Background: an optimization exercise with open tools, aiming at small area. Do not read the settings as production practice.
The RTL was checked by simulation tests, not by an equivalence proof against the original design.
No activity file was given, so power comes from the tool's default toggle rates.

==> flow/design.v <==
package wb_regfile_pkg;
  localparam int XLEN       = 32;
  localparam int REG_ADDR_W = 5;
  localparam int NUM_REGS   = 1 << REG_ADDR_W;
  localparam logic [1:0] WD_SEL_ALU = 2'b00;
  localparam logic [1:0] WD_SEL_MEM = 2'b01;
  localparam logic [1:0] WD_SEL_PC4 = 2'b10;
endpackage
import wb_regfile_pkg::*;
module wb_regfile_2r1w
#(
  parameter int DATA_W = 32
) (
  input  logic                  clk_i,
  input  logic                  rst_i,
  input  logic                  we_i,
  input  logic [wb_regfile_pkg::REG_ADDR_W-1:0] waddr_i,
  input  logic [DATA_W-1:0]     wdata_i,
  input  logic [wb_regfile_pkg::REG_ADDR_W-1:0] raddr1_i,
  input  logic [wb_regfile_pkg::REG_ADDR_W-1:0] raddr2_i,
  output logic [DATA_W-1:0]     rdata1_o,
  output logic [DATA_W-1:0]     rdata2_o,
  input  logic [wb_regfile_pkg::REG_ADDR_W-1:0] dbg_raddr_i,
  output logic [DATA_W-1:0]     dbg_rdata_o
);
  logic [DATA_W-1:0] regs_q [NUM_REGS];
  always_ff @(posedge clk_i or posedge rst_i) begin
    if (rst_i) begin
      for (int i = 0; i < NUM_REGS; i++) regs_q[i] <= '0;
    end else if (we_i && (waddr_i != '0)) begin
      regs_q[waddr_i] <= wdata_i;
    end
  end
  always_comb begin
    rdata1_o = regs_q[raddr1_i];
    if (raddr1_i == '0) begin
      rdata1_o = '0;
    end else if (we_i && (raddr1_i == waddr_i)) begin
      rdata1_o = wdata_i;
    end
  end
  always_comb begin
    rdata2_o = regs_q[raddr2_i];
    if (raddr2_i == '0) begin
      rdata2_o = '0;
    end else if (we_i && (raddr2_i == waddr_i)) begin
      rdata2_o = wdata_i;
    end
  end
  assign dbg_rdata_o = regs_q[dbg_raddr_i];
endmodule
import wb_regfile_pkg::*;
module wb_regfile
#(
  parameter int DATA_W = 32,
  parameter int CNT_W  = 16
) (
  input  logic                  clk_i,
  input  logic                  rst_i,
  input  logic                  valid_i,
  input  logic [wb_regfile_pkg::XLEN-1:0]       current_pc_i,
  input  logic [wb_regfile_pkg::XLEN-1:0]       return_pc_i,
  input  logic [DATA_W-1:0]     alu_result_i,
  input  logic [DATA_W-1:0]     mem_rd_i,
  input  logic [wb_regfile_pkg::REG_ADDR_W-1:0] wr_i,
  input  logic [1:0]            wd_sel_i,
  input  logic                  regfile_we_i,
  input  logic [wb_regfile_pkg::REG_ADDR_W-1:0] rs1_i,
  input  logic [wb_regfile_pkg::REG_ADDR_W-1:0] rs2_i,
  output logic [DATA_W-1:0]     rd1_o,
  output logic [DATA_W-1:0]     rd2_o,
  input  logic [wb_regfile_pkg::REG_ADDR_W-1:0] dbg_raddr_i,
  output logic [DATA_W-1:0]     dbg_rdata_o,
  output logic                  commit_o,
  output logic [wb_regfile_pkg::XLEN-1:0]       commit_pc_o,
  output logic [wb_regfile_pkg::REG_ADDR_W-1:0] commit_wr_o,
  output logic [DATA_W-1:0]     commit_wd_o,
  output logic [CNT_W-1:0]      instret_o
);
  logic [DATA_W-1:0]     wd;
  logic                  we_eff;
  logic                  commit_q;
  logic [XLEN-1:0]       commit_pc_q, commit_pc_d;
  logic [REG_ADDR_W-1:0] commit_wr_q, commit_wr_d;
  logic [DATA_W-1:0]     commit_wd_q, commit_wd_d;
  logic [CNT_W-1:0]      instret_q;
  always_comb begin
    wd = alu_result_i;
    case (wd_sel_i)
      WD_SEL_MEM: wd = mem_rd_i;
      WD_SEL_PC4: wd = return_pc_i[DATA_W-1:0];
      default:    wd = alu_result_i;
    endcase
  end
  assign we_eff = valid_i & regfile_we_i & (wr_i != '0);
  wb_regfile_2r1w #(.DATA_W(DATA_W)) u_rf (
    .clk_i       (clk_i),
    .rst_i       (rst_i),
    .we_i        (we_eff),
    .waddr_i     (wr_i),
    .wdata_i     (wd),
    .raddr1_i    (rs1_i),
    .raddr2_i    (rs2_i),
    .rdata1_o    (rd1_o),
    .rdata2_o    (rd2_o),
    .dbg_raddr_i (dbg_raddr_i),
    .dbg_rdata_o (dbg_rdata_o)
  );
  always_comb begin
    commit_pc_d = current_pc_i;
    commit_wr_d = we_eff ? wr_i : '0;
    commit_wd_d = we_eff ? wd   : '0;
  end
  always_ff @(posedge clk_i or posedge rst_i) begin
    if (rst_i) begin
      commit_q    <= 1'b0;
      commit_pc_q <= '0;
      commit_wr_q <= '0;
      commit_wd_q <= '0;
    end else begin
      commit_q <= valid_i;
      if (valid_i) begin
        commit_pc_q <= commit_pc_d;
        commit_wr_q <= commit_wr_d;
        commit_wd_q <= commit_wd_d;
      end
    end
  end
  always_ff @(posedge clk_i or posedge rst_i) begin
    if (rst_i) begin
      instret_q <= '0;
    end else if (valid_i) begin
      instret_q <= instret_q + CNT_W'(1);
    end
  end
  assign commit_o    = commit_q;
  assign commit_pc_o = commit_pc_q;
  assign commit_wr_o = commit_wr_q;
  assign commit_wd_o = commit_wd_q;
  assign instret_o   = instret_q;
endmodule
==> flow/run.sh <==
#!/bin/bash
# synth_recipe.tcl (not shown) runs the flow's synth.tcl, then flattens the netlist and writes it again
# the make line also repeats each setting of config.mk as NAME=value (left out here)
make -C /OpenROAD-flow-scripts/flow DESIGN_CONFIG=/design/flow/config.mk WORK_HOME=/design/flow/orfs CLKGATE_MAP_FILE= SYNTH_SCRIPT=/design/flow/synth_recipe.tcl finish
==> flow/config.mk <==
export PLATFORM = sky130hd
export DESIGN_NAME = wb_regfile
export DESIGN_NICKNAME = wb_regfile
export VERILOG_FILES = /design/flow/design.v
export SDC_FILE = /design/flow/constraint.sdc
export NUM_CORES = 8
export LEC_CHECK = 0
export CAP_MARGIN = 20
export CORE_MARGIN = 2
export CORE_UTILIZATION = 30
export SLEW_MARGIN = 20
==> flow/constraint.sdc <==
create_clock -name core_clock -period 10.0 [get_ports {clk_i}]
set_input_delay 2.0000 -clock core_clock [delete_from_list [all_inputs] [get_ports {clk_i}]]
set_output_delay 2.0000 -clock core_clock [all_outputs]
set_load 0.01 [all_outputs]
==> results.py, run 1 <==
metrics = {
    "outcome": {
        "status": "complete, no violations",
    },
    "finish": {
        "seq_area_um2": 27780,
        "multiInputGateArea_um2": 30910,
        "final_common_cell": "nand2_1",
        "mostFrequentLayoutCells": "nand2_1 (1238), dfrtp_1 (1110), a22oi_1 (1065)",
        "nets": 7327,
        "area_delta_synth_final_pct": 21.33,
        "nFillCells": 20370,
        "drive_gt1_frac": 0.1168,
    },
    "detailed_routing": {
        "drc_errors": 0,
        "first_pass_iters": 13,
        "drtIter0Drc": 16160,
        "vias_per_cell": 7.382,
        "via_count": 74290,
        "wl_per_cell_um": 47.86,
        "postRouteWirelength_um": 481700,
        "ant_nets": 0,
    },
    "setup_path": {
        "endpoint_kind": "primary output",
        "cp-start-kind": "primary input",
        "critPathKind": "primary input to primary output",
        "crit_required_ns": 8.00,
        "crit_arrival_ns": 7.10,
        "crit_fanout": 22,
    },
    "timing": {
        "fin_worst_skew_ns": 0.01935,
        "worst_slew_pin_slew_ns": 1.417,
        "holdWs_ns": 0.3766,
        "hold_violations": 0,
        "layout_min_cycle_time_ns": 9.103,
        "period_share": 0.9103,
        "setup_viol": 0,
        "fmax_mhz": 109.9,
        "slew_viol_final": 0,
        "rsz0062_at_grt": "false",
        "slew_headroom": 0.05290,
    },
    "yosys": {
        "ys_ff_latch": 1110,
        "synth-edff-count": 0,
        "synth_top_flop_cell": "dfrtp_1",
        "syn_area_per_cell_um2": 8.624,
        "yosysSeqAreaShare": 0.4559,
        "synth.distinct_cells": 85,
        "syn_area_um2": 60930,
        "syn_inst": 7065,
        "async_flop_share": 1.000,
        "ys_warn_count": 3,
    },
    "grt": {
        "grt_max_degree": 158,
        "antenna_found_initial": 93,
        "grt_pass1_wl_um": 631800,
        "overflow": 0,
        "grt_usage": 0.4545,
        "grt_pass1_vias": 66020,
    },
    "job": {
        "maxCapViolCount": 0,
    },
    "power": {
        "total_power_mw": 13.20,
        "p_leak_nw": 31.43,
        "ir_drop_mv": 0.1414,
        "power.density_nw_per_um2": 178.5,
    },
    "placed_design": {
        "io_buffers": 335,
        "dpl.hpwl_um": 305500,
        "gp_congestion": 1.128,
    },
    "floorplanning": {
        "core_um2": 202100,
        "dieArea_um2": 206700,
        "die_w_um": 454.7,
        "start_util": 0.3015,
        "rows": 165,
        "die_y_um": 454.7,
        "io_pins": 336,
    },
    "clock_network": {
        "ctsResizeCount": 0,
        "root_buffer": "clkbuf_16",
        "post-cts-setup-buffers": 0,
        "clk_pin_slew_worst_paths_ns": 0.06,
        "ctsHoldBuffers": 0,
        "numCtsBuffers": 134,
        "htree_num_levels": 4,
        "clock_latency_ns": 0.83,
        "cts_sinks": 1110,
        "cts_tree": "built",
        "cts_buffer_depth": 3,
    },
    "hold_path": {
        "hold_path.class": "register to register",
    },
}
-- registers in the layout, summed over array words and instances (netlist names) --
name and flops:
commit_pc_q 32, commit_q 1, commit_wd_q 32, commit_wr_q 5, instret_q 16, u_rf.regs_q 1024
-- worst paths after layout --
check | start | endpoint | slack, ns | depth (start not counted)
setup / recovery | dbg_raddr_i[1] | dbg_rdata_o[15] | 0.90 | 9
hold / removal | u_rf.regs_q[0][11] | u_rf.regs_q[0][11] | 0.38 | 0
setup reg to reg | instret_q[0] | instret_q[10] | 8.55 | 5
hold reg to reg | u_rf.regs_q[0][11] | u_rf.regs_q[0][11] | 0.38 | 0
max in group asynchronous | rst_i | u_rf.regs_q[7][18] | 6.15 | 4
min in group asynchronous | rst_i | u_rf.regs_q[10][24] | 1.60 | 2
-- cell families (layout without fill, tap and decap cells) --
group / Yosys count / after routing / synth area share
DFF: 1110 / 1110 / 0.4559
and+or+nand+nor: 2454 / 2454 / 0.1956
adders and majority gates: 3 / 3 / 0.0006161
xor gates and xnor gates: 25 / 25 / 0.003594
buffers and inverters: 792 / 1003 / 0.05530
muxes: 51 / 51 / 0.009117
other: 0 / 115 / 0
AOI/OAI and AO/OA: 2630 / 2630 / 0.2799
-- through the flow --
| stage | TNS (ns) | worst slack, ns | utilization | instance area (µm²) | cells |
|---|---|---|---|---|---|
| global route | 0 | 1.167 | 0.3645 | 73680 | 9965 |
| detailed placement | 0 | 1.305 | 0.3396 | 68630 | 9692 |
| CTS | 0 | 1.266 | 0.3627 | 73300 | 9934 |
| finish | 0 | 0.8970 | 0.3658 | 73920 | 10060 |
| floorplan | -8121.72 | -7.317 | - | 60930 | 7065 |
| global placement | 0 | 1.301 | 0.3393 | 68580 | 9690 |
-- worst max-delay path: stages --
cell and delay (ns):
clkdlybuf4s50_1 1.18, buf_4 0.35, nand3_1 0.34, nor2_4 0.96, buf_4 0.50, a222oi_1 0.15, and3_1 0.20, a31oi_1 0.64
clkdlybuf4s50_1 0.69
-- Yosys cell counts, types with 14 or more instances --
library cell  instances  share of area
nand4_1             170          0.017
a22oi_1            1065           0.13
xnor2_1              17         0.0024
a211oi_1             21         0.0026
nor2_1              164          0.010
nor3_1               51         0.0042
mux2_2               36         0.0067
buf_2               185          0.015
o21ai_0            1018          0.084
nand2_1            1263          0.078
a32oi_1              14         0.0020
dfrtp_1            1110           0.46
nor2_2               27         0.0028
clkbuf_1            500          0.031
nand3_1             132          0.011
o31ai_1              62         0.0076
a221oi_1             34         0.0049
a2111oi_0           111          0.016
o22ai_1              34         0.0035
and3_1              360          0.037
a222oi_1             16         0.0026
buf_4                28         0.0034
mux2i_1              15         0.0025
nand2b_1             76         0.0078
nor4_1               78         0.0080
a21oi_1             168          0.014
a22o_1               17         0.0024
inv_1                58         0.0036
-- area by class of cell --
| class | instances | area share |
|---|---|---|
| multi-input cells | 5163 | 0.4182 |
| flip-flops and latches | 1110 | 0.3757 |
| repair buffers | 703 | 0.09082 |
| clock buffers | 190 | 0.05249 |
| well taps | 2672 | 0.04522 |
| clock inverters | 52 | 0.01066 |
| diodes | 115 | 0.003893 |
| inverters | 58 | 0.002996 |
-- per-layer routing --
layer / share of wire / GRT usage
met1: 0.35 / 0.5396
met2: 0.38 / 0.5950
met3: 0.16 / 0.2496
met4: 0.10 / 0.3614
met5: 0.0015 / 0.01936
-- where the power goes --
part	internal [mW]	leakage (nW)	switching, mW
Clock	3.15	2.26	2.21
Combinational	0.639	14.2	1.35
Sequential	4.98	15.0	0.856
Total	8.78	31.4	4.42
==> run 2, diff against run 1 <==
--- a/flow/design.v
+++ b/flow/design.v
@@ -8,44 +8,102 @@
 endpackage
-import wb_regfile_pkg::*;
-module wb_regfile_2r1w
-#(
-  parameter int DATA_W = 32
+module wbrf_wdec (
+  input  logic        we_i,
+  input  logic [4:0]  addr_i,
+  output logic [31:1] set_o,
+  output logic [31:1] keep_o
+);
+  logic [3:0] hi;
+  logic [7:0] lo;
+  always_comb begin
+    for (int j = 0; j < 4; j++) hi[j] = we_i & (addr_i[4:3] == 2'(j));
+    for (int k = 0; k < 8; k++) lo[k] = (addr_i[2:0] == 3'(k));
+  end
+  for (genvar i = 1; i < 32; i++) begin : g_w
+    wbrf_nand2 u_keep (.a_i(hi[i/8]), .b_i(lo[i%8]), .y_o(keep_o[i]));
+    assign set_o[i] = !keep_o[i];
+  end
+endmodule
+module wbrf_nand2 (
+  input  logic a_i,
+  input  logic b_i,
+  output logic y_o
+);
+  assign y_o = !(a_i & b_i);
+endmodule
+module wbrf_and3 (
+  input  logic a_i,
+  input  logic b_i,
+  input  logic c_i,
+  output logic y_o
+);
+  assign y_o = a_i & b_i & c_i;
+endmodule
+module wbrf_hold #(
+  parameter int W = 32
 ) (
-  input  logic                  clk_i,
-  input  logic                  rst_i,
-  input  logic                  we_i,
-  input  logic [wb_regfile_pkg::REG_ADDR_W-1:0] waddr_i,
-  input  logic [DATA_W-1:0]     wdata_i,
-  input  logic [wb_regfile_pkg::REG_ADDR_W-1:0] raddr1_i,
-  input  logic [wb_regfile_pkg::REG_ADDR_W-1:0] raddr2_i,
-  output logic [DATA_W-1:0]     rdata1_o,
-  output logic [DATA_W-1:0]     rdata2_o,
-  input  logic [wb_regfile_pkg::REG_ADDR_W-1:0] dbg_raddr_i,
-  output logic [DATA_W-1:0]     dbg_rdata_o
-);
-  logic [DATA_W-1:0] regs_q [NUM_REGS];
-  always_ff @(posedge clk_i or posedge rst_i) begin
-    if (rst_i) begin
-      for (int i = 0; i < NUM_REGS; i++) regs_q[i] <= '0;
-    end else if (we_i && (waddr_i != '0)) begin
-      regs_q[waddr_i] <= wdata_i;
-    end
-  end
+  input  logic         set_i,
+  input  logic         keep_i,
+  input  logic [W-1:0] d_i,
+  input  logic [W-1:0] q_i,
+  output logic [W-1:0] d_o
+);
+  for (genvar b = 0; b < W; b++) begin : g_b
+    wbrf_hold1 u_b (.set_i(set_i), .keep_i(keep_i), .d_i(d_i[b]), .q_i(q_i[b]), .d_o(d_o[b]));
+  end
+endmodule
+module wbrf_hold1 (
+  input  logic set_i,
+  input  logic keep_i,
+  input  logic d_i,
+  input  logic q_i,
+  output logic d_o
+);
+  assign d_o = (set_i & d_i) | (keep_i & q_i);
+endmodule
+module wbrf_rdec (
+  input  logic [4:0]  addr_i,
+  input  logic [31:1] live_i,
+  input  logic        en_i,
+  output logic [31:1] sel_o
+);
+  logic [3:0] hi;
+  logic [7:0] lo;
   always_comb begin
-    rdata1_o = regs_q[raddr1_i];
-    if (raddr1_i == '0) begin
-      rdata1_o = '0;
-    end else if (we_i && (raddr1_i == waddr_i)) begin
-      rdata1_o = wdata_i;
-    end
-  end
-  always_comb begin
-    rdata2_o = regs_q[raddr2_i];
-    if (raddr2_i == '0) begin
-      rdata2_o = '0;
-    end else if (we_i && (raddr2_i == waddr_i)) begin
-      rdata2_o = wdata_i;
-    end
-  end
-  assign dbg_rdata_o = regs_q[dbg_raddr_i];
+    for (int j = 0; j < 4; j++) hi[j] = en_i & (addr_i[4:3] == 2'(j));
+    for (int k = 0; k < 8; k++) lo[k] = (addr_i[2:0] == 3'(k));
+  end
+  for (genvar i = 1; i < 32; i++) begin : g_r
+    wbrf_and3 u_sel (.a_i(hi[i/8]), .b_i(lo[i%8]), .c_i(live_i[i]), .y_o(sel_o[i]));
+  end
+endmodule
+module wbrf_aoi222 (
+  input  logic [2:0] s_i,
+  input  logic [2:0] d_i,
+  output logic       y_n_o
+);
+  assign y_n_o = !(|(s_i & d_i));
+endmodule
+module wbrf_mux32 (
+  input  logic [31:0] sel_i,
+  input  logic [31:0] d_i,
+  output logic        y_o
+);
+  logic [10:0] g_n;
+  for (genvar k = 0; k < 10; k++) begin : g_grp
+    wbrf_aoi222 u_aoi (.s_i(sel_i[3*k +: 3]), .d_i(d_i[3*k +: 3]), .y_n_o(g_n[k]));
+  end
+  assign g_n[10] = 1'b1;
+  assign y_o = !(&g_n) | (sel_i[30] & d_i[30]) | (sel_i[31] & d_i[31]);
+endmodule
+module wbrf_mux31 (
+  input  logic [31:1] sel_i,
+  input  logic [31:1] d_i,
+  output logic        y_o
+);
+  logic [10:0] g_n;
+  for (genvar k = 0; k < 10; k++) begin : g_grp
+    wbrf_aoi222 u_aoi (.s_i(sel_i[3*k+1 +: 3]), .d_i(d_i[3*k+1 +: 3]), .y_n_o(g_n[k]));
+  end
+  assign g_n[10] = 1'b1;
+  assign y_o = !(&g_n) | (sel_i[31] & d_i[31]);
 endmodule
@@ -79,2 +137,3 @@
 );
+  localparam int NW = NUM_REGS - 1;    
   logic [DATA_W-1:0]     wd;
@@ -95,20 +154,48 @@
   assign we_eff = valid_i & regfile_we_i & (wr_i != '0);
-  wb_regfile_2r1w #(.DATA_W(DATA_W)) u_rf (
-    .clk_i       (clk_i),
-    .rst_i       (rst_i),
-    .we_i        (we_eff),
-    .waddr_i     (wr_i),
-    .wdata_i     (wd),
-    .raddr1_i    (rs1_i),
-    .raddr2_i    (rs2_i),
-    .rdata1_o    (rd1_o),
-    .rdata2_o    (rd2_o),
-    .dbg_raddr_i (dbg_raddr_i),
-    .dbg_rdata_o (dbg_rdata_o)
-  );
-  always_comb begin
-    commit_pc_d = current_pc_i;
-    commit_wr_d = we_eff ? wr_i : '0;
-    commit_wd_d = we_eff ? wd   : '0;
-  end
+  logic [NW:1]              wset, wkeep;
+  logic [NW:1]              live_q;
+  logic [NW:1][DATA_W-1:0]  regs_q, regs_d;
+  wbrf_wdec u_wdec (.we_i(we_eff), .addr_i(wr_i), .set_o(wset), .keep_o(wkeep));
+  for (genvar i = 1; i <= NW; i++) begin : g_word
+    wbrf_hold #(.W(DATA_W)) u_hold (
+      .set_i (wset[i]),
+      .keep_i(wkeep[i]),
+      .d_i   (wd),
+      .q_i   (regs_q[i]),
+      .d_o   (regs_d[i])
+    );
+  end
+  always_ff @(posedge clk_i or posedge rst_i) begin
+    if (rst_i) live_q <= '0;
+    else       live_q <= live_q | wset;
+  end
+  always_ff @(posedge clk_i) begin
+    regs_q <= regs_d;
+  end
+  logic          byp1, byp2;
+  logic [NW:1]   sel1, sel2, seld;
+  assign byp1 = we_eff & (rs1_i == wr_i);
+  assign byp2 = we_eff & (rs2_i == wr_i);
+  wbrf_rdec u_rdec1 (.addr_i(rs1_i),       .live_i(live_q), .en_i(!byp1), .sel_o(sel1));
+  wbrf_rdec u_rdec2 (.addr_i(rs2_i),       .live_i(live_q), .en_i(!byp2), .sel_o(sel2));
+  wbrf_rdec u_rdecd (.addr_i(dbg_raddr_i), .live_i(live_q), .en_i(1'b1),  .sel_o(seld));
+  for (genvar b = 0; b < DATA_W; b++) begin : g_bit
+    logic [NW:1] col;
+    for (genvar i = 1; i <= NW; i++) begin : g_col
+      assign col[i] = regs_q[i][b];
+    end
+    wbrf_mux32 u_m1 (.sel_i({sel1, byp1}), .d_i({col, wd[b]}), .y_o(rd1_o[b]));
+    wbrf_mux32 u_m2 (.sel_i({sel2, byp2}), .d_i({col, wd[b]}), .y_o(rd2_o[b]));
+    wbrf_mux31 u_md (.sel_i(seld),         .d_i(col),          .y_o(dbg_rdata_o[b]));
+  end
+  logic commit_ld, commit_wld, commit_hold;
+  assign commit_ld   = valid_i;
+  assign commit_wld  = valid_i & we_eff;
+  assign commit_hold = !valid_i;
+  wbrf_hold #(.W(XLEN)) u_hold_pc (
+    .set_i(commit_ld), .keep_i(commit_hold), .d_i(current_pc_i), .q_i(commit_pc_q), .d_o(commit_pc_d));
+  wbrf_hold #(.W(REG_ADDR_W)) u_hold_wr (
+    .set_i(commit_wld), .keep_i(commit_hold), .d_i(wr_i), .q_i(commit_wr_q), .d_o(commit_wr_d));
+  wbrf_hold #(.W(DATA_W)) u_hold_wd (
+    .set_i(commit_wld), .keep_i(commit_hold), .d_i(wd), .q_i(commit_wd_q), .d_o(commit_wd_d));
   always_ff @(posedge clk_i or posedge rst_i) begin
@@ -120,8 +207,6 @@
     end else begin
-      commit_q <= valid_i;
-      if (valid_i) begin
-        commit_pc_q <= commit_pc_d;
-        commit_wr_q <= commit_wr_d;
-        commit_wd_q <= commit_wd_d;
-      end
+      commit_q    <= valid_i;
+      commit_pc_q <= commit_pc_d;
+      commit_wr_q <= commit_wr_d;
+      commit_wd_q <= commit_wd_d;
     end
--- a/flow/config.mk
+++ b/flow/config.mk
@@ -8,4 +8,10 @@
 export CAP_MARGIN = 20
+export CELL_PAD_IN_SITES_DETAIL_PLACEMENT = 1
+export CELL_PAD_IN_SITES_GLOBAL_PLACEMENT = 2
 export CORE_MARGIN = 2
-export CORE_UTILIZATION = 30
+export CORE_UTILIZATION = 40
+export CTS_BUF_LIST = sky130_fd_sc_hd__clkbuf_8
+export CTS_CLUSTER_DIAMETER = 70
+export CTS_CLUSTER_SIZE = 16
 export SLEW_MARGIN = 20
+export SYNTH_HIERARCHICAL = 1
==> run 2 against run 1 <==
  * Clock-buffer cell count decreased by 87
  * Hold slack improved by 0.11 ns
  * Sequential power decreased by 3.8%
  * Clock power decreased by 45%
  * Flip-flop and latch count decreased by 1
  * Largest cell class unchanged
==> results.py, run 2 <==
metrics = {
    "finish": {
        "top_register": "regs_q",
        "fin_area_um2": 56600,
        "area_delta_synth_final_pct": 19.50,
        "top_regs": "regs_q x992, commit_pc_q x32, commit_wd_q x32",
        "final_common_cell": "a22o_1",
        "mostFrequentLayoutCells": "a22o_1 (1125), dfxtp_1 (992), a222oi_1 (960)",
        "largest_register_ffs": 992,
        "nets": 4772,
        "nFillCells": 12310,
        "drive_gt1_frac": 0.1397,
    },
    "setup_path": {
        "critPathMaxStageDelay_ns": 1.00,
        "cp-start-kind": "primary input",
        "cp_cell_sequence": "clkdlybuf4s50_1, or3_4, o311a_4, nand4_1, nor3b_1, and3_2, buf_4, a222oi_1, nand4_1, or4_4, clkdlybuf4s50_1",
        "crit_arrival_ns": 6.95,
        "critPathKind": "primary input to primary output",
        "crit_required_ns": 8.00,
        "endpoint_kind": "primary output",
        "slowest_stage": "and3_2",
        "crit_fanout": 20,
    },
    "detailed_routing": {
        "postRouteWirelength_um": 324200,
        "drc_errors": 0,
        "wl_per_cell_um": 51.99,
        "first_pass_iters": 15,
        "ant_nets": 0,
        "via_count": 56040,
        "drtIter0Drc": 16190,
        "vias_per_cell": 8.986,
    },
    "placed_design": {
        "gp_congestion": 0.9923,
        "dpl.hpwl_um": 194800,
        "pre_cts_ws_ns": 1.500,
        "io_buffers": 335,
        "postPlaceCellArea_um2": 54510,
    },
    "power": {
        "clock_power_share": 0.299,
        "p_leak_nw": 21.87,
        "netSwitchingPower_mw": 3.126,
        "seq_power_share": 0.569,
        "ir_drop_mv": 0.1502,
        "p_int_mw": 6.737,
        "power.density_nw_per_um2": 174.2,
        "comb_power_share": 0.131,
        "switching_share": 0.3169,
    },
    "clock_network": {
        "post-cts-setup-buffers": 0,
        "cts_sinks": 1109,
        "htree_num_levels": 3,
        "ctsHoldBuffers": 0,
        "root_buffer": "clkbuf_8",
        "clock_latency_ns": 0.84,
        "numCtsBuffers": 94,
        "ctsResizeCount": 0,
        "clk_pin_slew_worst_paths_ns": 0.09,
        "cts_tree": "built",
        "cts_buffer_depth": 3,
    },
    "yosys": {
        "yosysTopAreaCellShare": 0.4193,
        "synth-edff-count": 0,
        "ys_warn_count": 9,
        "synth.distinct_cells": 32,
        "async_flop_share": 0.1055,
        "syn_inst": 3989,
        "ys_ff_latch": 1109,
        "yosysSeqAreaShare": 0.4811,
        "synth_commonest_cells": "a22o_1 (1125), dfxtp_1 (992), a222oi_1 (960)",
        "syn_area_um2": 47370,
        "syn_area_per_cell_um2": 11.87,
        "synth_top_cell_by_area": "dfxtp_1",
        "synth_top_flop_cell": "dfxtp_1",
        "ys_top_cells_by_area": "dfxtp_1 (42%), a22o_1 (21%), a222oi_1 (20%)",
        "yosysMostFrequentCell": "a22o_1",
    },
    "timing": {
        "rsz0062_at_grt": "false",
        "hold_violations": 0,
        "final.setup.tns_ns": 0,
        "slew_headroom": 0.08464,
        "setup_viol": 0,
        "worst_slew_pin_slew_ns": 1.373,
        "fin_worst_skew_ns": 0.009028,
        "slew_viol_final": 0,
        "fmax_mhz": 111.7,
        "layout_setup_ws_ns": 1.045,
        "holdWs_ns": 0.4910,
        "layout_min_cycle_time_ns": 8.955,
        "period_share": 0.8955,
    },
    "grt": {
        "antenna_found_initial": 19,
        "overflow": 0,
        "grt_pass1_vias": 53170,
        "grt_max_degree": 65,
        "grt_pass1_wl_um": 438000,
        "grt_usage": 0.5115,
    },
    "floorplanning": {
        "io_pins": 336,
        "dieArea_um2": 121200,
        "rows": 126,
        "die_w_um": 348.1,
        "start_util": 0.4022,
        "core_um2": 117800,
        "die_y_um": 348.1,
    },
    "job": {
        "maxCapViolCount": 0,
    },
    "outcome": {
        "status": "complete, no violations",
    },
    "hold_path": {
        "hold_path.class": "register to register",
    },
}
==> run 2: cell count changes after synthesis, moves of 168 or more <==
| cell | delta |
|---|---|
| a22oi_1 | -1033 |
| clkbuf_1 | -487 |
| nand2_1 | -1097 |
| a22o_1 | +1108 |
| buf_2 | -185 |
| dfxtp_1 | +992 |
| o21ai_0 | -986 |
| and3_1 | -262 |
| a21oi_1 | -168 |
| a222oi_1 | +944 |
| dfrtp_1 | -993 |
==> run 2: through the flow <==
stage	util	instances	power, mW
floorplan	-	3992	6.168
global placement	0.4627	6051	6.860
detailed placement	0.4629	6052	6.904
CTS	0.4796	6213	9.739
global route	0.4803	6221	10.11
finish	0.4807	6237	9.863
==> run 2: logic make-up after synthesis <==
family / Yosys count / share of synthesized area
AO/OA/AOI/OAI: 2183 / 0.4276
AND/OR/NAND/NOR: 614 / 0.08123
flip-flops: 1109 / 0.4811
multiplexers: 1 / 0.0002377
XOR/XNOR: 25 / 0.004623
buffers and inverters: 53 / 0.004359
other: 1 / 0.00007917
adder cells (fa/ha/maj): 3 / 0.0007925
==> run 2: power by group through the flow <==
stage               logic, mW  registers, mW  clock network, mW
global placement         1.21           5.65                  0
detailed placement       1.25           5.66                  0
global route             1.35           5.67               3.10
CTS                      1.25           5.57               2.92
finish                   1.29           5.62               2.95
floorplan               0.696           5.47                  0
==> run 2: layer usage <==
metal / part of all wire / global-route usage
met4: 0.088 / 0.3579
met1: 0.35 / 0.6430
met2: 0.38 / 0.6703
met5: 0.00099 / 0.01961
met3: 0.18 / 0.2531
==> run 2: worst paths after layout <==
path	end	from	depth (start not counted)	slack (ns)
setup / recovery	rd2_o[22]	wr_i[0]	11	1.05
hold / removal	instret_q[15]	instret_q[15]	1	0.49
setup reg to reg	instret_q[14]	instret_q[0]	5	8.46
hold reg to reg	instret_q[15]	instret_q[15]	1	0.49
max in group asynchronous	commit_wd_q[9]	rst_i	4	6.82
min in group asynchronous	commit_wd_q[6]	rst_i	2	1.49
==> run 2: cell type report <==
type | count | area [µm²] | area share
Clock inverter | 58 | 550.5 | 0.009726
Inverter | 39 | 153.9 | 0.002719
Timing Repair Buffer | 541 | 4967 | 0.08775
Multi-Input combinational cell | 2830 | 24750 | 0.4373
Clock buffer | 103 | 1418 | 0.02504
Antenna cell | 21 | 52.55 | 0.0009284
Tap cell | 1536 | 1922 | 0.03395
Sequential cell | 1109 | 22790 | 0.4026
==> run 2: critical path, delay by kind of cell <==
| family | cells | cell delay, ns |
|---|---|---|
| buffers and inverters | 3 | 1.66 |
| AO/OA/AOI/OAI | 2 | 0.48 |
| AND/OR/NAND/NOR | 6 | 2.79 |
==> run 2: Yosys stat by module, one instance, submodules excluded, a selection <==
module	flops+latches	times used	cell area, µm²
wbrf_and3	0	93	6.256
wb_regfile	1109	1	24060
wbrf_rdec	0	3	96.34
wbrf_mux32	0	64	36.28
wbrf_mux31	0	32	27.53
wbrf_aoi222	0	960	10.01
wbrf_hold1	0	1061	8.758
wbrf_wdec	0	1	212.7
wbrf_nand2	0	31	3.754
==> run 3, diff against run 2 <==
==> flow/flow/run.sh (new file) <==
#!/bin/bash
# Standard ORFS layout (the standard.sh, standard synthesis unchanged) with
# two options that ORFS reads from the environment:
#  - port buffers use the smallest buffer instead of the default delay cell;
#  - CTS does not add dummy loads to balance the leaf clusters.
# make's full output goes to standard.log; ORFS keeps each step's log under
# orfs/logs/.
set -euo pipefail
export BUFFER_PORTS_ARGS="-buffer_cell sky130_fd_sc_hd__buf_1"
export CTS_ARGS="-sink_clustering_enable -repair_clock_nets -dont_use_dummy_load -buf_list sky130_fd_sc_hd__clkbuf_8 -sink_clustering_size 16 -sink_clustering_max_diameter 70"
bash standard.sh > standard.log 2>&1
==> flow/standard.sh (new file) <==
#!/bin/bash
# synth_recipe.tcl (not shown) runs the flow's synth.tcl, then flattens the netlist and writes it again
# the make line also repeats each setting of config.mk as NAME=value (left out here)
make -C /OpenROAD-flow-scripts/flow DESIGN_CONFIG=/design/flow/config.mk WORK_HOME=/design/flow/orfs CLKGATE_MAP_FILE= SYNTH_SCRIPT=/design/flow/synth_recipe.tcl "${@:-finish}"
removed: flow/run.sh
==> run 3 against run 2 <==
  * Still clean on timing, DRC and antenna
  * Hold slack improved by 0.0078 ns
  * Utilization decreased by 2.6 points
  * Critical path depth unchanged
  * Clock power decreased by 16%
  * Final cell count decreased by 1.5%
  * Clock skew increased by 0.015 ns
  * Register-to-register slack got worse by 0.02 ns
  * Largest cell class unchanged
==> results.py, run 3 <==
metrics = {
    "yosys": {
        "syn_area_um2": 47370,
        "synth_top_cell_by_area": "dfxtp_1",
        "synth_commonest_cells": "a22o_1 (1125), dfxtp_1 (992), a222oi_1 (960)",
        "yosysMostFrequentCell": "a22o_1",
        "yosysSeqAreaShare": 0.4811,
        "synth.distinct_cells": 32,
        "syn_inst": 3989,
        "ys_warn_count": 9,
        "ys_top_cells_by_area": "dfxtp_1 (42%), a22o_1 (21%), a222oi_1 (20%)",
        "synth-edff-count": 0,
        "synth_top_flop_cell": "dfxtp_1",
        "syn_area_per_cell_um2": 11.87,
        "ys_ff_latch": 1109,
        "async_flop_share": 0.1055,
        "yosysTopAreaCellShare": 0.4193,
    },
    "timing": {
        "fmax_mhz": 123.2,
        "setup_viol": 0,
        "fin_worst_skew_ns": 0.02437,
        "rsz0062_at_grt": "false",
        "slew_headroom": 0.1045,
        "slew_viol_final": 0,
        "layout_min_cycle_time_ns": 8.118,
        "period_share": 0.8118,
        "hold_violations": 0,
        "final.setup.tns_ns": 0,
        "worst_slew_pin_slew_ns": 1.343,
    },
    "setup_path": {
        "cp_cell_sequence": "buf_1, or3_4, o311a_4, nand4_1, nor3b_1, and3_2, buf_4, a222oi_1, nand4_1, or4_4, buf_1",
        "crit_required_ns": 8.00,
        "cp-start-kind": "primary input",
        "critPathMaxStageDelay_ns": 0.74,
        "critPathKind": "primary input to primary output",
        "slowest_stage": "and3_2",
        "crit_arrival_ns": 6.12,
        "endpoint": "rd1_o[22]",
        "crit_fanout": 21,
        "reg2regPathDepth": 5,
        "endpoint_kind": "primary output",
        "critPathLaunch": "wr_i[0]",
        "reg2reg_from": "instret_q[0]",
        "r2r-end": "instret_q[12]",
        "r2r_slack_ns": 8.44,
    },
    "finish": {
        "mostFrequentLayoutCells": "a22o_1 (1125), dfxtp_1 (992), a222oi_1 (960)",
        "nFillCells": 12640,
        "largest_register_ffs": 992,
        "area_delta_synth_final_pct": 13.14,
        "drive_gt1_frac": 0.1262,
        "nets": 4746,
        "top_register": "regs_q",
        "stdcell_count": 6143,
        "final_common_cell": "a22o_1",
        "top_regs": "regs_q x992, commit_pc_q x32, commit_wd_q x32",
    },
    "grt": {
        "grt_usage": 0.5165,
        "overflow": 0,
        "grt_max_degree": 70,
        "antenna_found_initial": 21,
        "grt_pass1_vias": 53310,
        "grt_pass1_wl_um": 440200,
    },
    "placed_design": {
        "place_inst": 6025,
        "gp_congestion": 1.024,
        "io_buffers": 335,
        "dpl.hpwl_um": 188800,
    },
    "outcome": {
        "status": "complete, no violations",
    },
    "detailed_routing": {
        "drtIter0Drc": 15130,
        "postRouteWirelength_um": 326200,
        "first_pass_iters": 22,
        "wl_per_cell_um": 53.09,
        "vias_per_cell": 9.066,
        "drc_errors": 0,
        "via_count": 55690,
        "ant_nets": 0,
    },
    "clock_network": {
        "clk_pin_slew_worst_paths_ns": 0.06,
        "cts_sinks": 1109,
        "cts_buffer_depth": 3,
        "cts_tree": "built",
        "post-cts-setup-buffers": 0,
        "htree_num_levels": 3,
        "ctsResizeCount": 0,
        "numCtsBuffers": 96,
        "root_buffer": "clkbuf_8",
        "ctsHoldBuffers": 0,
        "clock_latency_ns": 0.83,
    },
    "power": {
        "total_power_mw": 9.310,
        "power.density_nw_per_um2": 173.7,
        "ir_drop_mv": 0.1104,
        "p_leak_nw": 20.54,
    },
    "floorplanning": {
        "core_um2": 117800,
        "die_y_um": 348.1,
        "die_w_um": 348.1,
        "dieArea_um2": 121200,
        "rows": 126,
        "start_util": 0.4022,
        "io_pins": 336,
    },
    "job": {
        "maxCapViolCount": 0,
    },
    "hold_path": {
        "hold_depth": 1,
        "hold_path.class": "register to register",
    },
}
==> run 3: power breakdown <==
part           internal (mW)  leakage [nW]  switching [mW]
registers               4.97          9.62           0.695
clock network          0.854         0.690            1.64
logic                  0.507          10.2           0.648
total                   6.33          20.5            2.98
==> run 3: layout make-up <==
class	count	area (µm²)	area share
Antenna cell	20	50.05	0.0009339
Clock buffer	96	1321	0.02465
Inverter	39	151.4	0.002825
Multi-Input combinational cell	2830	24740	0.4617
Sequential cell	1109	22790	0.4252
Tap cell	1536	1922	0.03586
Timing Repair Buffer	513	2620	0.04889
==> run 3: worst min path at each step <==
stage | start | end | slack, ns
after detailed placement | commit_pc_q[19] | commit_pc_q[19] | 0.48
after global placement | instret_q[15] | instret_q[15] | 0.46
after floorplan | live_q[10] | live_q[10] | 0.46
after CTS | commit_pc_q[17] | commit_pc_q[17] | 0.50
after global routing | commit_pc_q[10] | commit_pc_q[10] | 0.51
final | commit_pc_q[17] | commit_pc_q[17] | 0.50
==> run 3: worst max-delay path: cells and delay by family <==
kind,cells,cell delay [ns]
buffers and inverters,3,1.00
AOI/OAI and AO/OA,2,0.59
and+or+nand+nor,6,2.43
==> run 3: metal layers <==
| metal | share of wire | track usage | vias up | routed length (µm) |
|---|---|---|---|---|
| li1 | - | - | 20230 | - |
| met1 | 0.35 | 0.6242 | 27470 | 112500 |
| met2 | 0.39 | 0.6954 | 6071 | 125800 |
| met3 | 0.17 | 0.2533 | 1887 | 55820 |
| met4 | 0.095 | 0.3838 | 40 | 31020 |
| met5 | 0.0028 | 0.05122 | - | 929 |
==> run 3: per-stage QoR <==
step | setup WS, ns | utilization | hold WS (ns) | area [µm²]
CTS | 2.246 | 0.4542 | 0.4981 | 53490
global placement | 2.274 | 0.4430 | 0.4585 | 52170
floorplan | 2.939 | - | 0.4610 | 47380
finish | 1.882 | 0.4551 | 0.4988 | 53590
global route | 1.907 | 0.4547 | 0.5122 | 53550
detailed placement | 2.262 | 0.4430 | 0.4792 | 52170
==> run 3: logic make-up (layout without fill, tap and decap cells) <==
family | Yosys count | in the layout | share of synthesized area
adders and majority gates | 3 | 3 | 0.0007925
and+or+nand+nor | 614 | 614 | 0.08123
xor gates and xnor gates | 25 | 25 | 0.004623
other | 1 | 24 | 0.00007917
buffers and inverters | 53 | 648 | 0.004359
DFF | 1109 | 1109 | 0.4811
AOI/OAI and AO/OA | 2183 | 2183 | 0.4276
muxes | 1 | 1 | 0.0002377
==> run 3: per-module statistics from Yosys, one instance, submodules excluded, excerpt <==
module,copies in the design,cell area (µm²)
wb_regfile,1,24060
wbrf_wdec,1,212.7
wbrf_rdec,3,96.34
wbrf_mux32,64,36.28
wbrf_mux31,32,27.53
wbrf_aoi222,960,10.01
wbrf_hold1,1061,8.758
wbrf_and3,93,6.256
wbrf_nand2,31,3.754
==> run 4, diff against run 3 <==
--- a/flow/design.v
+++ b/flow/design.v
@@ -90,3 +90,5 @@
 );
-  logic [10:0] g_n;
+  logic [9:0] g_n;
+  logic [2:0] h;
+  logic       any;
   for (genvar k = 0; k < 10; k++) begin : g_grp
@@ -94,4 +96,27 @@
   end
-  assign g_n[10] = 1'b1;
-  assign y_o = !(&g_n) | (sel_i[30] & d_i[30]) | (sel_i[31] & d_i[31]);
+  wbrf_nand4 u_n0 (.a_i(g_n[3:0]), .y_o(h[0]));
+  wbrf_nand4 u_n1 (.a_i(g_n[7:4]), .y_o(h[1]));
+  wbrf_nand2 u_n2 (.a_i(g_n[8]), .b_i(g_n[9]), .y_o(h[2]));
+  wbrf_or3   u_or (.a_i(h), .y_o(any));
+  wbrf_ao221 u_ao (.s_i(sel_i[31:30]), .d_i(d_i[31:30]), .c_i(any), .y_o(y_o));
+endmodule
+module wbrf_nand4 (
+  input  logic [3:0] a_i,
+  output logic       y_o
+);
+  assign y_o = !(&a_i);
+endmodule
+module wbrf_or3 (
+  input  logic [2:0] a_i,
+  output logic       y_o
+);
+  assign y_o = |a_i;
+endmodule
+module wbrf_ao221 (
+  input  logic [1:0] s_i,
+  input  logic [1:0] d_i,
+  input  logic       c_i,
+  output logic       y_o
+);
+  assign y_o = (|(s_i & d_i)) | c_i;
 endmodule
--- a/flow/config.mk
+++ b/flow/config.mk
@@ -11,3 +11,3 @@
 export CORE_MARGIN = 2
-export CORE_UTILIZATION = 40
+export CORE_UTILIZATION = 50
 export CTS_BUF_LIST = sky130_fd_sc_hd__clkbuf_8
==> run 4 against run 3 <==
  * Now fails the layout checks on slew limit
  * Clock power down 7%
  * Combinational power increased by 6%
  * Hold slack got worse by 0.0094 ns
  * Die area down 20%
  * Sequential power hardly changed
  * First-iteration DRC count grew 15%
  * Largest power group unchanged
  * Highest routed layer unchanged
==> results.py, run 4 <==
metrics = {
    "outcome": {
        "status": "complete, but fails checks",
        "so.violations": "slew limit",
    },
    "clock_network": {
        "post-cts-setup-buffers": 0,
        "cts_buffer_depth": 3,
        "htree_num_levels": 3,
        "numCtsBuffers": 83,
        "cts_sinks": 1109,
        "ctsHoldBuffers": 0,
        "ctsResizeCount": 0,
        "cts_tree": "built",
        "root_buffer": "clkbuf_8",
        "clock_latency_ns": 0.84,
        "clk_pin_slew_worst_paths_ns": 0.08,
    },
    "setup_path": {
        "reg2regPathDepth": 5,
        "crit_arrival_ns": 6.34,
        "r2r-end": "instret_q[12]",
        "crit_required_ns": 8.00,
        "endpoint": "rd2_o[9]",
        "critPathKind": "primary input to primary output",
        "critPathLaunch": "wr_i[0]",
        "reg2reg_from": "instret_q[0]",
        "r2r_slack_ns": 8.41,
        "endpoint_kind": "primary output",
        "cp-start-kind": "primary input",
        "crit_fanout": 16,
    },
    "timing": {
        "slew_headroom": -0.01467,
        "holdWs_ns": 0.4894,
        "final.setup.tns_ns": 0,
        "slew_viol_final": 1,
        "fin_worst_skew_ns": 0.01819,
        "fmax_mhz": 119.9,
        "worst_slew_pin_slew_ns": 1.522,
        "layout_min_cycle_time_ns": 8.338,
        "rsz0062_at_grt": "false",
        "layout_setup_ws_ns": 1.663,
        "setup_viol": 0,
        "hold_violations": 0,
        "period_share": 0.8338,
    },
    "finish": {
        "final_util": 0.5675,
        "nets": 4764,
        "area_delta_synth_final_pct": 12.39,
        "drive_gt1_frac": 0.08578,
        "seq_area_um2": 22790,
        "top_register": "regs_q",
        "top_regs": "regs_q x992, commit_pc_q x32, commit_wd_q x32",
        "multiInputGateArea_um2": 24490,
        "largest_register_ffs": 992,
        "stdcell_count": 5872,
        "nFillCells": 9993,
        "final_common_cell": "a22o_1",
        "mostFrequentLayoutCells": "a22o_1 (1061), dfxtp_1 (992), a222oi_1 (960)",
    },
    "detailed_routing": {
        "first_pass_iters": 23,
        "wl_per_cell_um": 50.76,
        "drc_errors": 0,
        "drtIter0Drc": 17470,
        "via_count": 56430,
        "postRouteWirelength_um": 298100,
        "vias_per_cell": 9.610,
        "ant_nets": 0,
    },
    "grt": {
        "antenna_found_initial": 14,
        "grt_usage": 0.5912,
        "grt_pass1_vias": 54020,
        "grt_max_degree": 71,
        "grt_pass1_wl_um": 415700,
        "overflow": 0,
    },
    "yosys": {
        "yosysSeqAreaShare": 0.4835,
        "synth.distinct_cells": 33,
        "syn_area_per_cell_um2": 11.81,
        "ys_ff_latch": 1109,
        "synth_top_flop_cell": "dfxtp_1",
        "yosysTopAreaCellShare": 0.4214,
        "ys_warn_count": 9,
        "syn_area_um2": 47130,
        "syn_inst": 3989,
        "async_flop_share": 0.1055,
        "synth_commonest_cells": "a22o_1 (1061), dfxtp_1 (992), a222oi_1 (960)",
        "synth_top_cell_by_area": "dfxtp_1",
        "synth-edff-count": 0,
        "yosysMostFrequentCell": "a22o_1",
        "ys_top_cells_by_area": "dfxtp_1 (42%), a222oi_1 (20%), a22o_1 (20%)",
    },
    "power": {
        "p_leak_nw": 20.73,
        "power.density_nw_per_um2": 173.2,
        "clock_power_share": 0.252,
        "ir_drop_mv": 0.1341,
        "switching_share": 0.3220,
        "comb_power_share": 0.134,
        "seq_power_share": 0.614,
        "p_int_mw": 6.221,
        "netSwitchingPower_mw": 2.955,
    },
    "floorplanning": {
        "die_w_um": 311.0,
        "die_y_um": 311.0,
        "rows": 112,
        "dieArea_um2": 96720,
        "start_util": 0.5049,
        "io_pins": 336,
        "core_um2": 93330,
    },
    "placed_design": {
        "pre_cts_ws_ns": 2.093,
        "gp_congestion": 1.094,
        "dpl.hpwl_um": 173000,
        "io_buffers": 335,
        "place_inst": 5767,
    },
    "job": {
        "maxCapViolCount": 0,
    },
    "hold_path": {
        "hold_path.class": "register to register",
    },
}
[run 4: cell types whose count changed after synthesis, sizes merged]
cell,before,now
or4,64,0
or3,1,65
a22o,1125,1061
a221o,0,64
[run 4: worst min-delay path by stage]
| stage | start | to | slack, ns | depth (start not counted) |
|---|---|---|---|---|
| after floorplan | live_q[10] | live_q[10] | 0.46 | 1 |
| after global placement | instret_q[15] | instret_q[15] | 0.48 | 1 |
| after detailed placement | instret_q[15] | instret_q[15] | 0.48 | 1 |
| after CTS | instret_q[15] | instret_q[15] | 0.49 | 1 |
| after global routing | instret_q[15] | instret_q[15] | 0.52 | 1 |
| final | instret_q[15] | instret_q[15] | 0.49 | 1 |
[run 4: modules after synthesis (local to each module, per instance), a selection]
module	copies in the design	cell area (µm²)	cells	flops+latches
wbrf_ao221	64	10.01	1	0
wbrf_nand4	128	6.256	1	0
wbrf_mux31	32	27.53	4	0
wbrf_or3	64	6.256	1	0
wb_regfile	1	24060	1317	1109
wbrf_nand2	95	3.754	1	0
wbrf_rdec	3	96.34	12	0
wbrf_and3	93	6.256	1	0
wbrf_aoi222	960	10.01	1	0
wbrf_hold1	1061	8.758	1	0
wbrf_wdec	1	212.7	43	0
[run 4: cell type report]
cell class	instances	share of cell area
multi-input combinational	2830	0.4623
sequential	1109	0.4302
timing repair buffer	544	0.05287
tap	1254	0.02962
clock buffer	83	0.02157
inverter	39	0.002811
antenna	13	0.0006142
[run 4: metrics by stage]
stage | area (µm²) | power (mW)
5_1_grt | 52940 | 9.362
2_1_floorplan | 47140 | 6.167
4_1_cts | 52870 | 8.995
6_report | 52970 | 9.176
3_3_place_gp | 51700 | 6.766
3_5_place_dp | 51720 | 6.831
[run 4: logic make-up after synthesis]
| kind of cell | Yosys count | share of synthesized area |
|---|---|---|
| compound gates | 2183 | 0.4315 |
| flops | 1109 | 0.4835 |
| simple gates | 614 | 0.07484 |
| buf+inv | 53 | 0.004381 |
| xor+xnor | 25 | 0.004646 |
| fa+ha+maj | 3 | 0.0007966 |
| other cells | 1 | 0.00007957 |
| mux | 1 | 0.0002389 |
[run 4: routing by layer]
metal  GRT usage  up-vias  wire [µm]  part of all wire
met4      0.5436       10      38060              0.13
met5     0.04150        -        204           0.00068
met2      0.7823     6732     111900              0.38
met3      0.3247     2268      55330              0.19
met1      0.6668    27190      92570              0.31
li1            -    20240          -                 -
[run 4: worst max-delay path: stages]
cell and delay (ns):
buf_1 0.22, or3_4 0.46, o311a_4 0.34, nand4_1 0.20
nor3b_1 0.66, and3_1 0.79, buf_4 0.48, a222oi_1 0.18
nand4_1 0.29, or3_1 0.17, a221o_1 0.30, buf_1 0.22
[run 4: power groups by stage]
stage                     Clock [mW]  Sequential (mW)  Combinational, mW
after CTS                       2.25             5.58               1.16
final                           2.31             5.64               1.23
after global routing            2.42             5.68               1.26
after detailed placement           0             5.67               1.16
after global placement             0             5.66               1.11
after floorplan                    0             5.47              0.695
==> run 5, diff against run 4 <==
--- a/flow/config.mk
+++ b/flow/config.mk
@@ -11,3 +11,3 @@
 export CORE_MARGIN = 2
-export CORE_UTILIZATION = 50
+export CORE_UTILIZATION = 40
 export CTS_BUF_LIST = sky130_fd_sc_hd__clkbuf_8
==> run 5 against run 4 <==
  * Now clean on timing, DRC and antenna
  * Synthesized cell count is the same
  * Clock power grew 6%
  * Hold slack lost 0.0097 ns
  * Sequential power is essentially flat
  * Critical path type unchanged
==> results.py, run 5 <==
metrics = {
    "timing": {
        "slew_viol_final": 0,
        "period_share": 0.8432,
        "fin_worst_skew_ns": 0.04557,
        "final.setup.tns_ns": 0,
        "hold_violations": 0,
        "layout_setup_ws_ns": 1.568,
        "rsz0062_at_grt": "false",
        "setup_viol": 0,
        "slew_headroom": 0.1457,
        "layout_min_cycle_time_ns": 8.432,
        "fmax_mhz": 118.6,
        "worst_slew_pin_slew_ns": 1.281,
    },
    "detailed_routing": {
        "ant_nets": 0,
        "first_pass_iters": 17,
        "vias_per_cell": 8.505,
        "postRouteWirelength_um": 291100,
        "wl_per_cell_um": 47.32,
        "drtIter0Drc": 12760,
        "drc_errors": 0,
        "via_count": 52310,
    },
    "floorplanning": {
        "dieArea_um2": 120600,
        "die_y_um": 347.2,
        "start_util": 0.4045,
        "core_um2": 116500,
        "die_w_um": 347.2,
        "rows": 125,
        "io_pins": 336,
    },
    "finish": {
        "largest_register_ffs": 992,
        "mostFrequentLayoutCells": "a22o_1 (1061), dfxtp_1 (992), a222oi_1 (960)",
        "nets": 4779,
        "top_regs": "regs_q x992, commit_pc_q x32, commit_wd_q x32",
        "area_delta_synth_final_pct": 13.69,
        "stdcell_count": 6151,
        "drive_gt1_frac": 0.09221,
        "final_common_cell": "a22o_1",
        "top_register": "regs_q",
        "nFillCells": 12570,
    },
    "hold_path": {
        "hold_path.class": "register to register",
    },
    "setup_path": {
        "r2r_slack_ns": 8.45,
        "reg2reg_from": "instret_q[0]",
        "endpoint_kind": "primary output",
        "crit_arrival_ns": 6.43,
        "r2r-end": "instret_q[12]",
        "critPathLaunch": "wr_i[0]",
        "crit_fanout": 17,
        "critPathKind": "primary input to primary output",
        "reg2regPathDepth": 5,
        "endpoint": "rd1_o[11]",
        "cp-start-kind": "primary input",
        "crit_required_ns": 8.00,
    },
    "yosys": {
        "yosysSeqAreaShare": 0.4835,
        "syn_inst": 3989,
        "yosysTopAreaCellShare": 0.4214,
        "synth_top_flop_cell": "dfxtp_1",
        "ys_warn_count": 9,
        "syn_area_per_cell_um2": 11.81,
        "synth.distinct_cells": 33,
        "synth-edff-count": 0,
        "async_flop_share": 0.1055,
        "ys_ff_latch": 1109,
        "syn_area_um2": 47130,
        "synth_top_cell_by_area": "dfxtp_1",
        "synth_commonest_cells": "a22o_1 (1061), dfxtp_1 (992), a222oi_1 (960)",
        "yosysMostFrequentCell": "a22o_1",
        "ys_top_cells_by_area": "dfxtp_1 (42%), a222oi_1 (20%), a22o_1 (20%)",
    },
    "placed_design": {
        "place_inst": 6045,
        "pre_cts_ws_ns": 1.895,
        "dpl.hpwl_um": 186200,
        "gp_congestion": 1.075,
        "io_buffers": 335,
    },
    "outcome": {
        "status": "complete, no violations",
    },
    "grt": {
        "overflow": 0,
        "grt_usage": 0.4628,
        "grt_pass1_vias": 49400,
        "antenna_found_initial": 8,
        "grt_max_degree": 70,
        "grt_pass1_wl_um": 402700,
    },
    "power": {
        "ir_drop_mv": 0.1097,
        "power.density_nw_per_um2": 173.7,
        "p_leak_nw": 20.88,
    },
    "clock_network": {
        "clock_latency_ns": 0.83,
        "clk_pin_slew_worst_paths_ns": 0.10,
        "post-cts-setup-buffers": 0,
        "ctsHoldBuffers": 0,
        "root_buffer": "clkbuf_8",
        "htree_num_levels": 3,
        "cts_sinks": 1109,
        "ctsResizeCount": 0,
        "cts_tree": "built",
        "cts_buffer_depth": 3,
        "numCtsBuffers": 95,
    },
    "job": {
        "maxCapViolCount": 0,
    },
}
run 5: critical path, stage by stage:
cell      delay (ns)
buf_1           0.39
or3_4           0.23
o311a_4         0.19
nand4_1         0.19
and3b_1         0.42
and3_1          0.68
buf_4           0.45
a222oi_1        0.43
nand4_1         0.45
or3_1           0.51
a221o_1         0.32
buf_1           0.15
run 5: layout make-up:
type                            instances  area (µm²)  share of cell area
Multi-Input combinational cell       2830       24560              0.4584
Sequential cell                      1109       22790              0.4253
Timing Repair Buffer                  547        2845             0.05310
Tap cell                             1524        1907             0.03559
Clock buffer                           95        1308             0.02440
Inverter                               39       151.4            0.002826
Antenna cell                            7       17.52           0.0003269
run 5: cells by family (layout without fill, tap and decap cells):
family | Yosys count | count (layout) | share of synthesized area
flops | 1109 | 1109 | 0.4835
mux | 1 | 1 | 0.0002389
xor+xnor | 25 | 25 | 0.004646
buf+inv | 53 | 681 | 0.004381
other cells | 1 | 11 | 0.00007957
compound gates | 2183 | 2183 | 0.4315
fa+ha+maj | 3 | 3 | 0.0007966
simple gates | 614 | 614 | 0.07484
run 5: worst min path at each step:
stage | start | end | slack (ns) | cells after the start
2_1_floorplan | live_q[10] | live_q[10] | 0.46 | 1
3_3_place_gp | instret_q[15] | instret_q[15] | 0.46 | 1
3_5_place_dp | instret_q[15] | instret_q[15] | 0.47 | 1
4_1_cts | instret_q[15] | instret_q[15] | 0.49 | 1
5_1_grt | instret_q[14] | instret_q[14] | 0.52 | 1
6_report | instret_q[15] | instret_q[15] | 0.48 | 1
run 5: through the flow:
| step | utilization | instance area (µm²) | total power, mW | hold WS [ns] |
|---|---|---|---|---|
| final | 0.4598 | 53580 | 9.307 | 0.4797 |
| after global routing | 0.4597 | 53570 | 9.576 | 0.5242 |
| after CTS | 0.4594 | 53520 | 9.226 | 0.4870 |
| after detailed placement | 0.4481 | 52220 | 6.872 | 0.4659 |
| after global placement | 0.4480 | 52210 | 6.830 | 0.4610 |
| after floorplan | - | 47140 | 6.167 | 0.4610 |
run 5: power breakdown:
group | internal (mW) | switching, mW | leakage, nW | total (mW)
logic | 0.512 | 0.692 | 10.6 | 1.20
registers | 4.97 | 0.688 | 9.62 | 5.66
clock network | 0.846 | 1.60 | 0.683 | 2.45
total | 6.33 | 2.98 | 20.9 | 9.31
run 5: Yosys stat by module, one instance, submodules excluded, a selection:
module,area [µm²],flip-flops and latches
wbrf_and3,6.256,0
wbrf_or3,6.256,0
wbrf_aoi222,10.01,0
wbrf_nand4,6.256,0
wb_regfile,24060,1109
wbrf_mux31,27.53,0
wbrf_hold1,8.758,0
wbrf_rdec,96.34,0
wbrf_wdec,212.7,0
wbrf_nand2,3.754,0
wbrf_ao221,10.01,0
run 5: layer usage:
metal  track usage  wire (µm)  vias up
met5             0          0        -
met4        0.3870      30820        0
met3        0.1124      37470     1021
met2        0.6720     119500     4670
met1        0.5783     103300    26380
li1              -          -    20240

[afterwards: timing with drivers on the ports]
The flow's constraints put no driver on any port. The routed layouts listed below were extracted and timed again, unchanged, in two steps.
Step 1, drivers: a clkbuf_16 drives clk_i and a buf_2 each remaining input, both assumed.
Step 2, shift: input delay + t, output delay - t, t = (earliest + latest rising clock arrival at the registers) / 2. This alone moves slack from input paths to output paths.
Slacks: ideal / step 1 / step 2; pairs: ideal / step 1.
run	t, ns	setup WS [ns]	worst setup path at the end	pins driven straight from the clock port
run 1	0.935	0.897 / 0.740 / 0.740	input to output	1
run 2	0.923	1.045 / 1.023 / 1.023	input to output	1
run 3	0.925	1.882 / 1.859 / 1.859	input to output	1
run 4	0.910	1.662 / 1.642 / 1.642	input to output	1
run 5	0.902	1.568 / 1.540 / 1.540	input to output	1
The setup slack of run 1, which loses most, moves by -0.157 ns with the drivers and by -0.157 ns with both steps.
